Context: an optimization exercise on an open-source flow, tuned for small area, a short achievable clock period and few clock cycles per item. The choices shown serve that exercise and are no tape-out recipe.
Where RTL was checked, it was by simulation tests only, not by an equivalence proof against the original.

==> run a <==
## line_follow_steer_pd_core
module line_follow_steer_pd_core (
  input  logic                              clk,
  input  logic                              rst_n,
  input  logic                              in_valid,
  output logic                              in_ready,
  input  logic [lfs_pkg::PIX_W-1:0]         in_width_near,
  input  logic [lfs_pkg::PIX_W-1:0]         in_width_below,
  input  logic [lfs_pkg::PIX_W-1:0]         in_left_edge_near,
  input  logic [lfs_pkg::PIX_W-1:0]         in_right_edge_near,
  input  logic [lfs_pkg::CQ_W-1:0]          in_centre_exit,
  input  logic [lfs_pkg::CQ_W-1:0]          in_centre_near,
  input  logic [lfs_pkg::CQ_W-1:0]          in_centre_entry,
  input  logic [lfs_pkg::CQ_W-1:0]          in_centre_turn,
  input  logic [lfs_pkg::TURN_W-1:0]        in_turn_row,
  output logic                              out_valid,
  input  logic                              out_ready,
  output logic [lfs_pkg::DUTY_W-1:0]        out_servo_duty,
  output logic [lfs_pkg::SPEED_W-1:0]       out_speed_target,
  output logic [lfs_pkg::COEFF_W-1:0]       out_diff_coeff,
  output logic [lfs_pkg::ROW_W-1:0]         out_marker_row,
  output logic [lfs_pkg::COL_W-1:0]         out_marker_col,
  output logic                              out_marker_valid,
  input  logic                              cfg_we,
  input  logic [lfs_pkg::CFG_IDX_W-1:0]     cfg_idx,
  input  logic [lfs_pkg::CFG_DATA_W-1:0]    cfg_data
);
export LEC_CHECK = 0
export CAP_MARGIN = 50
export CORE_MARGIN = 2
export CORE_UTILIZATION = 40
export CTS_BUF_LIST = sky130_fd_sc_hd__clkbuf_4 sky130_fd_sc_hd__clkbuf_8
export SLEW_MARGIN = 70
export SYNTH_HIERARCHICAL = 1
create_clock -name core_clock -period 11.0 [get_ports {clk}]
run.sh (not shown) runs the stock make flow with config.mk's settings and CLKGATE_MAP_FILE= SYNTH_SCRIPT=/design/flow/synth_recipe.tcl, a recipe that flattens the netlist after the stock synthesis.
==> run b: changes against run a <==
--- a/flow/design.v
+++ b/flow/design.v
@@ -20,26 +20,42 @@
   input  logic                                 cfg_we,
   input  logic [lfs_pkg::CFG_IDX_W-1:0]        cfg_idx,
   input  logic [lfs_pkg::CFG_DATA_W-1:0]       cfg_data,
   output logic signed [lfs_pkg::GAIN5_W-1:0]   kp5,
   output logic signed [lfs_pkg::GAIN5_W-1:0]   kd5,
   output logic [lfs_pkg::DUTY_W-1:0]           duty_min,
-  output logic [lfs_pkg::DUTY_W-1:0]           duty_max
+  output logic [lfs_pkg::DUTY_W-1:0]           duty_max,
+  output logic [lfs_pkg::DUTY_W-1:0]           duty_mlh,     
+  output logic                                 mlh_below,    
+  output logic                                 max_below     
 );
+  logic                                we_r;
+  logic [lfs_pkg::CFG_IDX_W-1:0]       idx_r;
+  logic [lfs_pkg::CFG_DATA_W-1:0]      data_r;
+  always_ff @(posedge clk) begin
+    we_r   <= cfg_we && rst_n;
+    idx_r  <= cfg_idx;
+    data_r <= cfg_data;
+  end
   logic signed [lfs_pkg::GAIN5_W-1:0] g5;
-  assign g5 = ($signed(cfg_data) <<< 2) + $signed(cfg_data);
+  assign g5 = ($signed(data_r) <<< 2) + $signed(data_r);
   logic we_p, we_d, we_l, we_h;
-  assign we_p = !rst_n || (cfg_we && cfg_idx == 2'd0);
-  assign we_d = !rst_n || (cfg_we && cfg_idx == 2'd1);
-  assign we_l = !rst_n || (cfg_we && cfg_idx == 2'd2);
-  assign we_h = !rst_n || (cfg_we && cfg_idx == 2'd3);
+  assign we_p = !rst_n || (we_r && idx_r == 2'd0);
+  assign we_d = !rst_n || (we_r && idx_r == 2'd1);
+  assign we_l = !rst_n || (we_r && idx_r == 2'd2);
+  assign we_h = !rst_n || (we_r && idx_r == 2'd3);
   always_ff @(posedge clk) begin
     if (we_p) kp5      <= rst_n ? g5 : '0;
     if (we_d) kd5      <= rst_n ? g5 : '0;
-    if (we_l) duty_min <= rst_n ? cfg_data[lfs_pkg::DUTY_W-1:0] : lfs_pkg::DUTY_W'(lfs_pkg::DUTY_MIN_RST);
-    if (we_h) duty_max <= rst_n ? cfg_data[lfs_pkg::DUTY_W-1:0] : lfs_pkg::DUTY_W'(lfs_pkg::DUTY_MAX_RST);
+    if (we_l) duty_min <= rst_n ? data_r[lfs_pkg::DUTY_W-1:0] : lfs_pkg::DUTY_W'(lfs_pkg::DUTY_MIN_RST);
+    if (we_h) duty_max <= rst_n ? data_r[lfs_pkg::DUTY_W-1:0] : lfs_pkg::DUTY_W'(lfs_pkg::DUTY_MAX_RST);
+  end
+  always_ff @(posedge clk) begin
+    duty_mlh  <= (duty_min > duty_max) ? duty_max : duty_min;
+    mlh_below <= (duty_min < 12'd1500) || (duty_max < 12'd1500);
+    max_below <= (duty_max < 12'd1500);
   end
 endmodule
 module lfs_fa (
   input  logic a,
   input  logic b,
   input  logic c,
@@ -1091,13 +1107,16 @@
   output logic [5:0]          out_marker_row,
   output logic [6:0]          out_marker_col,
   output logic                out_marker_valid,
   input  logic signed [18:0]  kp5,
   input  logic signed [18:0]  kd5,
   input  logic [11:0]         duty_min,
-  input  logic [11:0]         duty_max
+  input  logic [11:0]         duty_max,
+  input  logic [11:0]         duty_mlh,
+  input  logic                mlh_below,
+  input  logic                max_below
 );
   logic adv;
   logic kv_r, v1_r, v2_r, v3_r, v4_r, v5_r, ov_r;
   assign adv       = !(ov_r && !out_ready);
   assign in_ready  = !kv_r;
   assign out_valid = ov_r;
@@ -1238,18 +1257,12 @@
       s4_sq   <= sq3;
       s4_side <= s3_side;
     end
   end
   logic        s4;
   logic [11:0] u4;
-  logic [11:0] duty_mlh;     
-  logic        mlh_below;    
-  logic        max_below;    
-  assign duty_mlh  = (duty_min > duty_max) ? duty_max : duty_min;
-  assign mlh_below = (duty_min < 12'd1500) || (duty_max < 12'd1500);
-  assign max_below = (duty_max < 12'd1500);
   assign s4 = s4_low ? mlh_below : s4_high ? max_below : s4_sq;
   lfs_div5 u_div5 (
     .y      (s4_y),
     .sq     (s4_sq),
     .low    (s4_low),
     .high   (s4_high),
@@ -1330,23 +1343,27 @@
   output logic                              out_marker_valid,
   input  logic                              cfg_we,
   input  logic [lfs_pkg::CFG_IDX_W-1:0]     cfg_idx,
   input  logic [lfs_pkg::CFG_DATA_W-1:0]    cfg_data
 );
   logic signed [lfs_pkg::GAIN5_W-1:0] kp5, kd5;
-  logic [lfs_pkg::DUTY_W-1:0]         duty_min, duty_max;
+  logic [lfs_pkg::DUTY_W-1:0]         duty_min, duty_max, duty_mlh;
+  logic                               mlh_below, max_below;
   lfs_cfg u_cfg (
     .clk      (clk),
     .rst_n    (rst_n),
     .cfg_we   (cfg_we),
     .cfg_idx  (cfg_idx),
     .cfg_data (cfg_data),
     .kp5      (kp5),
     .kd5      (kd5),
     .duty_min (duty_min),
-    .duty_max (duty_max)
+    .duty_max  (duty_max),
+    .duty_mlh  (duty_mlh),
+    .mlh_below (mlh_below),
+    .max_below (max_below)
   );
   lfs_ctrl u_ctrl (
     .clk                (clk),
     .rst_n              (rst_n),
     .in_valid           (in_valid),
     .in_ready           (in_ready),
@@ -1367,9 +1384,12 @@
     .out_marker_row     (out_marker_row),
     .out_marker_col     (out_marker_col),
     .out_marker_valid   (out_marker_valid),
     .kp5                (kp5),
     .kd5                (kd5),
     .duty_min           (duty_min),
-    .duty_max           (duty_max)
+    .duty_max           (duty_max),
+    .duty_mlh           (duty_mlh),
+    .mlh_below          (mlh_below),
+    .max_below          (max_below)
   );
 endmodule
==> flow/config.mk (replaced) <==
export PLATFORM = sky130hd
export DESIGN_NAME = line_follow_steer_pd_core
export DESIGN_NICKNAME = line_follow_steer_pd_core
export VERILOG_FILES = /design/flow/design.v
export SDC_FILE = /design/flow/constraint.sdc
export NUM_CORES = 4
export LEC_CHECK = 0
export CAP_MARGIN = 70
export CORE_MARGIN = 2
export CORE_UTILIZATION = 40
export CTS_BUF_LIST = sky130_fd_sc_hd__clkbuf_4 sky130_fd_sc_hd__clkbuf_8
export SLEW_MARGIN = 85
export SYNTH_HIERARCHICAL = 1
==> run c: changes against run a <==
--- a/flow/design.v
+++ b/flow/design.v
@@ -20,26 +20,42 @@
   input  logic                                 cfg_we,
   input  logic [lfs_pkg::CFG_IDX_W-1:0]        cfg_idx,
   input  logic [lfs_pkg::CFG_DATA_W-1:0]       cfg_data,
   output logic signed [lfs_pkg::GAIN5_W-1:0]   kp5,
   output logic signed [lfs_pkg::GAIN5_W-1:0]   kd5,
   output logic [lfs_pkg::DUTY_W-1:0]           duty_min,
-  output logic [lfs_pkg::DUTY_W-1:0]           duty_max
+  output logic [lfs_pkg::DUTY_W-1:0]           duty_max,
+  output logic [lfs_pkg::DUTY_W-1:0]           duty_mlh,     
+  output logic                                 mlh_below,    
+  output logic                                 max_below     
 );
+  logic                                we_r;
+  logic [lfs_pkg::CFG_IDX_W-1:0]       idx_r;
+  logic [lfs_pkg::CFG_DATA_W-1:0]      data_r;
+  always_ff @(posedge clk) begin
+    we_r   <= cfg_we && rst_n;
+    idx_r  <= cfg_idx;
+    data_r <= cfg_data;
+  end
   logic signed [lfs_pkg::GAIN5_W-1:0] g5;
-  assign g5 = ($signed(cfg_data) <<< 2) + $signed(cfg_data);
+  assign g5 = ($signed(data_r) <<< 2) + $signed(data_r);
   logic we_p, we_d, we_l, we_h;
-  assign we_p = !rst_n || (cfg_we && cfg_idx == 2'd0);
-  assign we_d = !rst_n || (cfg_we && cfg_idx == 2'd1);
-  assign we_l = !rst_n || (cfg_we && cfg_idx == 2'd2);
-  assign we_h = !rst_n || (cfg_we && cfg_idx == 2'd3);
+  assign we_p = !rst_n || (we_r && idx_r == 2'd0);
+  assign we_d = !rst_n || (we_r && idx_r == 2'd1);
+  assign we_l = !rst_n || (we_r && idx_r == 2'd2);
+  assign we_h = !rst_n || (we_r && idx_r == 2'd3);
   always_ff @(posedge clk) begin
     if (we_p) kp5      <= rst_n ? g5 : '0;
     if (we_d) kd5      <= rst_n ? g5 : '0;
-    if (we_l) duty_min <= rst_n ? cfg_data[lfs_pkg::DUTY_W-1:0] : lfs_pkg::DUTY_W'(lfs_pkg::DUTY_MIN_RST);
-    if (we_h) duty_max <= rst_n ? cfg_data[lfs_pkg::DUTY_W-1:0] : lfs_pkg::DUTY_W'(lfs_pkg::DUTY_MAX_RST);
+    if (we_l) duty_min <= rst_n ? data_r[lfs_pkg::DUTY_W-1:0] : lfs_pkg::DUTY_W'(lfs_pkg::DUTY_MIN_RST);
+    if (we_h) duty_max <= rst_n ? data_r[lfs_pkg::DUTY_W-1:0] : lfs_pkg::DUTY_W'(lfs_pkg::DUTY_MAX_RST);
+  end
+  always_ff @(posedge clk) begin
+    duty_mlh  <= (duty_min > duty_max) ? duty_max : duty_min;
+    mlh_below <= (duty_min < 12'd1500) || (duty_max < 12'd1500);
+    max_below <= (duty_max < 12'd1500);
   end
 endmodule
 module lfs_fa (
   input  logic a,
   input  logic b,
   input  logic c,
@@ -1091,13 +1107,16 @@
   output logic [5:0]          out_marker_row,
   output logic [6:0]          out_marker_col,
   output logic                out_marker_valid,
   input  logic signed [18:0]  kp5,
   input  logic signed [18:0]  kd5,
   input  logic [11:0]         duty_min,
-  input  logic [11:0]         duty_max
+  input  logic [11:0]         duty_max,
+  input  logic [11:0]         duty_mlh,
+  input  logic                mlh_below,
+  input  logic                max_below
 );
   logic adv;
   logic kv_r, v1_r, v2_r, v3_r, v4_r, v5_r, ov_r;
   assign adv       = !(ov_r && !out_ready);
   assign in_ready  = !kv_r;
   assign out_valid = ov_r;
@@ -1238,18 +1257,12 @@
       s4_sq   <= sq3;
       s4_side <= s3_side;
     end
   end
   logic        s4;
   logic [11:0] u4;
-  logic [11:0] duty_mlh;     
-  logic        mlh_below;    
-  logic        max_below;    
-  assign duty_mlh  = (duty_min > duty_max) ? duty_max : duty_min;
-  assign mlh_below = (duty_min < 12'd1500) || (duty_max < 12'd1500);
-  assign max_below = (duty_max < 12'd1500);
   assign s4 = s4_low ? mlh_below : s4_high ? max_below : s4_sq;
   lfs_div5 u_div5 (
     .y      (s4_y),
     .sq     (s4_sq),
     .low    (s4_low),
     .high   (s4_high),
@@ -1330,23 +1343,27 @@
   output logic                              out_marker_valid,
   input  logic                              cfg_we,
   input  logic [lfs_pkg::CFG_IDX_W-1:0]     cfg_idx,
   input  logic [lfs_pkg::CFG_DATA_W-1:0]    cfg_data
 );
   logic signed [lfs_pkg::GAIN5_W-1:0] kp5, kd5;
-  logic [lfs_pkg::DUTY_W-1:0]         duty_min, duty_max;
+  logic [lfs_pkg::DUTY_W-1:0]         duty_min, duty_max, duty_mlh;
+  logic                               mlh_below, max_below;
   lfs_cfg u_cfg (
     .clk      (clk),
     .rst_n    (rst_n),
     .cfg_we   (cfg_we),
     .cfg_idx  (cfg_idx),
     .cfg_data (cfg_data),
     .kp5      (kp5),
     .kd5      (kd5),
     .duty_min (duty_min),
-    .duty_max (duty_max)
+    .duty_max  (duty_max),
+    .duty_mlh  (duty_mlh),
+    .mlh_below (mlh_below),
+    .max_below (max_below)
   );
   lfs_ctrl u_ctrl (
     .clk                (clk),
     .rst_n              (rst_n),
     .in_valid           (in_valid),
     .in_ready           (in_ready),
@@ -1367,9 +1384,12 @@
     .out_marker_row     (out_marker_row),
     .out_marker_col     (out_marker_col),
     .out_marker_valid   (out_marker_valid),
     .kp5                (kp5),
     .kd5                (kd5),
     .duty_min           (duty_min),
-    .duty_max           (duty_max)
+    .duty_max           (duty_max),
+    .duty_mlh           (duty_mlh),
+    .mlh_below          (mlh_below),
+    .max_below          (max_below)
   );
 endmodule
==> flow/config.mk (replaced) <==
export PLATFORM = sky130hd
export DESIGN_NAME = line_follow_steer_pd_core
export DESIGN_NICKNAME = line_follow_steer_pd_core
export VERILOG_FILES = /design/flow/design.v
export SDC_FILE = /design/flow/constraint.sdc
export NUM_CORES = 4
export LEC_CHECK = 0
export CAP_MARGIN = 30
export CORE_MARGIN = 2
export CORE_UTILIZATION = 40
export CTS_BUF_LIST = sky130_fd_sc_hd__clkbuf_4 sky130_fd_sc_hd__clkbuf_8
export SLEW_MARGIN = 50
export SYNTH_HIERARCHICAL = 1
==> run d: changes against run a <==
--- a/flow/design.v
+++ b/flow/design.v
@@ -20,26 +20,42 @@
   input  logic                                 cfg_we,
   input  logic [lfs_pkg::CFG_IDX_W-1:0]        cfg_idx,
   input  logic [lfs_pkg::CFG_DATA_W-1:0]       cfg_data,
   output logic signed [lfs_pkg::GAIN5_W-1:0]   kp5,
   output logic signed [lfs_pkg::GAIN5_W-1:0]   kd5,
   output logic [lfs_pkg::DUTY_W-1:0]           duty_min,
-  output logic [lfs_pkg::DUTY_W-1:0]           duty_max
+  output logic [lfs_pkg::DUTY_W-1:0]           duty_max,
+  output logic [lfs_pkg::DUTY_W-1:0]           duty_mlh,     
+  output logic                                 mlh_below,    
+  output logic                                 max_below     
 );
+  logic                                we_r;
+  logic [lfs_pkg::CFG_IDX_W-1:0]       idx_r;
+  logic [lfs_pkg::CFG_DATA_W-1:0]      data_r;
+  always_ff @(posedge clk) begin
+    we_r   <= cfg_we && rst_n;
+    idx_r  <= cfg_idx;
+    data_r <= cfg_data;
+  end
   logic signed [lfs_pkg::GAIN5_W-1:0] g5;
-  assign g5 = ($signed(cfg_data) <<< 2) + $signed(cfg_data);
+  assign g5 = ($signed(data_r) <<< 2) + $signed(data_r);
   logic we_p, we_d, we_l, we_h;
-  assign we_p = !rst_n || (cfg_we && cfg_idx == 2'd0);
-  assign we_d = !rst_n || (cfg_we && cfg_idx == 2'd1);
-  assign we_l = !rst_n || (cfg_we && cfg_idx == 2'd2);
-  assign we_h = !rst_n || (cfg_we && cfg_idx == 2'd3);
+  assign we_p = !rst_n || (we_r && idx_r == 2'd0);
+  assign we_d = !rst_n || (we_r && idx_r == 2'd1);
+  assign we_l = !rst_n || (we_r && idx_r == 2'd2);
+  assign we_h = !rst_n || (we_r && idx_r == 2'd3);
   always_ff @(posedge clk) begin
     if (we_p) kp5      <= rst_n ? g5 : '0;
     if (we_d) kd5      <= rst_n ? g5 : '0;
-    if (we_l) duty_min <= rst_n ? cfg_data[lfs_pkg::DUTY_W-1:0] : lfs_pkg::DUTY_W'(lfs_pkg::DUTY_MIN_RST);
-    if (we_h) duty_max <= rst_n ? cfg_data[lfs_pkg::DUTY_W-1:0] : lfs_pkg::DUTY_W'(lfs_pkg::DUTY_MAX_RST);
+    if (we_l) duty_min <= rst_n ? data_r[lfs_pkg::DUTY_W-1:0] : lfs_pkg::DUTY_W'(lfs_pkg::DUTY_MIN_RST);
+    if (we_h) duty_max <= rst_n ? data_r[lfs_pkg::DUTY_W-1:0] : lfs_pkg::DUTY_W'(lfs_pkg::DUTY_MAX_RST);
+  end
+  always_ff @(posedge clk) begin
+    duty_mlh  <= (duty_min > duty_max) ? duty_max : duty_min;
+    mlh_below <= (duty_min < 12'd1500) || (duty_max < 12'd1500);
+    max_below <= (duty_max < 12'd1500);
   end
 endmodule
 module lfs_fa (
   input  logic a,
   input  logic b,
   input  logic c,
@@ -1091,13 +1107,16 @@
   output logic [5:0]          out_marker_row,
   output logic [6:0]          out_marker_col,
   output logic                out_marker_valid,
   input  logic signed [18:0]  kp5,
   input  logic signed [18:0]  kd5,
   input  logic [11:0]         duty_min,
-  input  logic [11:0]         duty_max
+  input  logic [11:0]         duty_max,
+  input  logic [11:0]         duty_mlh,
+  input  logic                mlh_below,
+  input  logic                max_below
 );
   logic adv;
   logic kv_r, v1_r, v2_r, v3_r, v4_r, v5_r, ov_r;
   assign adv       = !(ov_r && !out_ready);
   assign in_ready  = !kv_r;
   assign out_valid = ov_r;
@@ -1238,18 +1257,12 @@
       s4_sq   <= sq3;
       s4_side <= s3_side;
     end
   end
   logic        s4;
   logic [11:0] u4;
-  logic [11:0] duty_mlh;     
-  logic        mlh_below;    
-  logic        max_below;    
-  assign duty_mlh  = (duty_min > duty_max) ? duty_max : duty_min;
-  assign mlh_below = (duty_min < 12'd1500) || (duty_max < 12'd1500);
-  assign max_below = (duty_max < 12'd1500);
   assign s4 = s4_low ? mlh_below : s4_high ? max_below : s4_sq;
   lfs_div5 u_div5 (
     .y      (s4_y),
     .sq     (s4_sq),
     .low    (s4_low),
     .high   (s4_high),
@@ -1330,23 +1343,27 @@
   output logic                              out_marker_valid,
   input  logic                              cfg_we,
   input  logic [lfs_pkg::CFG_IDX_W-1:0]     cfg_idx,
   input  logic [lfs_pkg::CFG_DATA_W-1:0]    cfg_data
 );
   logic signed [lfs_pkg::GAIN5_W-1:0] kp5, kd5;
-  logic [lfs_pkg::DUTY_W-1:0]         duty_min, duty_max;
+  logic [lfs_pkg::DUTY_W-1:0]         duty_min, duty_max, duty_mlh;
+  logic                               mlh_below, max_below;
   lfs_cfg u_cfg (
     .clk      (clk),
     .rst_n    (rst_n),
     .cfg_we   (cfg_we),
     .cfg_idx  (cfg_idx),
     .cfg_data (cfg_data),
     .kp5      (kp5),
     .kd5      (kd5),
     .duty_min (duty_min),
-    .duty_max (duty_max)
+    .duty_max  (duty_max),
+    .duty_mlh  (duty_mlh),
+    .mlh_below (mlh_below),
+    .max_below (max_below)
   );
   lfs_ctrl u_ctrl (
     .clk                (clk),
     .rst_n              (rst_n),
     .in_valid           (in_valid),
     .in_ready           (in_ready),
@@ -1367,9 +1384,12 @@
     .out_marker_row     (out_marker_row),
     .out_marker_col     (out_marker_col),
     .out_marker_valid   (out_marker_valid),
     .kp5                (kp5),
     .kd5                (kd5),
     .duty_min           (duty_min),
-    .duty_max           (duty_max)
+    .duty_max           (duty_max),
+    .duty_mlh           (duty_mlh),
+    .mlh_below          (mlh_below),
+    .max_below          (max_below)
   );
 endmodule
--- a/flow/config.mk
+++ b/flow/config.mk
@@ -4,10 +4,10 @@
 export VERILOG_FILES = /design/flow/design.v
 export SDC_FILE = /design/flow/constraint.sdc
 export NUM_CORES = 4
 export LEC_CHECK = 0
 export CAP_MARGIN = 50
 export CORE_MARGIN = 2
-export CORE_UTILIZATION = 40
+export CORE_UTILIZATION = 50
 export CTS_BUF_LIST = sky130_fd_sc_hd__clkbuf_4 sky130_fd_sc_hd__clkbuf_8
 export SLEW_MARGIN = 70
 export SYNTH_HIERARCHICAL = 1
==> flow_metrics.env <==
export IMPL_route_met3_wl_um=6040
export IMPL_rows=101
export IMPL_met2_length_um=44900
export IMPL_ff_latch_area_um2=12000
export IMPL_outcome="complete, no violations"
export IMPL_synth_commonest_cells="fa_1, edfxtp_1, ha_1"
export IMPL_numCtsBuffers=76
export IMPL_dpl_cell_count=4511
export IMPL_dp_hpwl_um=78400
export IMPL_yosys_mux_area_fraction_pct=1.09
export IMPL_drtIter0Drc=2120
export IMPL_regToRegSetupSlack_ns=6.49
export IMPL_antennaDiodeCount=5
export IMPL_fillers=6417
Source of the figures above: run d

==> flow_metrics.env <==
export IMPL_outcome="complete, no violations"
export IMPL_r2r_end="u_ctrl.out_diff_coeff[3]"
export IMPL_final_cell_mix="fa_1, edfxtp_1, buf_1, ha_1, clkdlybuf4s50_1"
export IMPL_ff_latch_area_um2=12000
export IMPL_met2_length_um=48000
export IMPL_nWellTaps=1265
export IMPL_drtIter0Drc=1617
export IMPL_yosysMostFrequentCell="fa_1"
export IMPL_numCtsBuffers=79
export IMPL_path_depth=27
export IMPL_synth_compound_area_share_pct=15.5
export IMPL_regToRegSetupSlack_ns=1.45
export IMPL_top_regs="u_ctrl.k_r: 31 flops, u_ctrl.s1_r: 31 flops"
export IMPL_fillers=8125
export IMPL_dpl_cell_count=5243
export IMPL_dp_hpwl_um=78200
export IMPL_antennaDiodeCount=1
export IMPL_route_met3_wl_um=4660
export IMPL_ys_types=105
export IMPL_yosys_area_share_simple_pct=9.88
Source of the figures above: run b

==> flow_metrics.env <==
export IMPL_ff_latch_area_um2=11300
export IMPL_synth_commonest_cells="fa_1, edfxtp_1, ha_1"
export IMPL_antennaDiodeCount=5
export IMPL_rows=113
export IMPL_numCtsBuffers=69
export IMPL_route_met3_wl_um=5030
export IMPL_dp_hpwl_um=72600
export IMPL_fillers=8727
export IMPL_met2_length_um=42800
export IMPL_dpl_cell_count=4741
export IMPL_outcome="complete, no violations"
export IMPL_top_area_cell_class="multi-input gates"
export IMPL_drtIter0Drc=1681
Source of the figures above: run a

==> flow_metrics.env <==
export IMPL_antennaDiodeCount=1
export IMPL_outcome="complete, no violations"
export IMPL_dpl_cell_count=4644
export IMPL_regToRegSetupSlack_ns=6.60
export IMPL_yosys_mux_area_fraction_pct=1.09
export IMPL_synth_commonest_cells="fa_1, edfxtp_1, ha_1"
export IMPL_met2_length_um=42200
export IMPL_fillers=9006
export IMPL_drtIter0Drc=1567
export IMPL_numCtsBuffers=77
Source of the figures above: run c

Testbench counts of run b, summed over its fixed seeds: cycles 3,248, items 3,200.
Testbench counts of run c, summed over its fixed seeds: cycles 3,248, items 3,200.
Testbench counts of run d, summed over its fixed seeds: cycles 3,248, items 3,200.
Only the layout flow was run in run a; the RTL was not checked for function there.

[afterwards: timing with drivers on the ports]
How much do the figures lean on ideal ports? The routed layouts below were timed once more, with nothing changed but the port constraints.
Step 1 sets driving cells, clkbuf_16 on the clock port and buf_2 on the other inputs (assumed; they add their load-dependent delay and slew).
Step 2 moves the port delays by t, midway between the first and last clock arrival at a register: inputs arrive t later, outputs are due t later. That takes back most of the time a late clock gives input paths.
Three values: ideal, step 1, step 2; two values: the first two.
run	shift t [ns]	slack for setup (ns)	worst hold slack (ns)	worst setup path at the end	slew at the worst register clock pin (ns)
run a	0.728	6.272 / 6.272 / 5.930	0.412 / 0.412 / 0.412	input to register	0.08 / 0.08
run b	0.740	1.448 / 1.448 / 1.448	0.413 / 0.413 / 0.413	register to register	0.07 / 0.07
run c	0.746	6.603 / 6.603 / 6.297	0.410 / 0.410 / 0.410	input to register	0.08 / 0.08
run d	0.730	6.494 / 6.494 / 6.410	0.412 / 0.412 / 0.412	input to register	0.07 / 0.07
After both steps every run listed still meets setup and hold. For run a, which loses most, drivers alone change the setup slack by 0.000 ns; drivers and shift together by -0.342 ns.
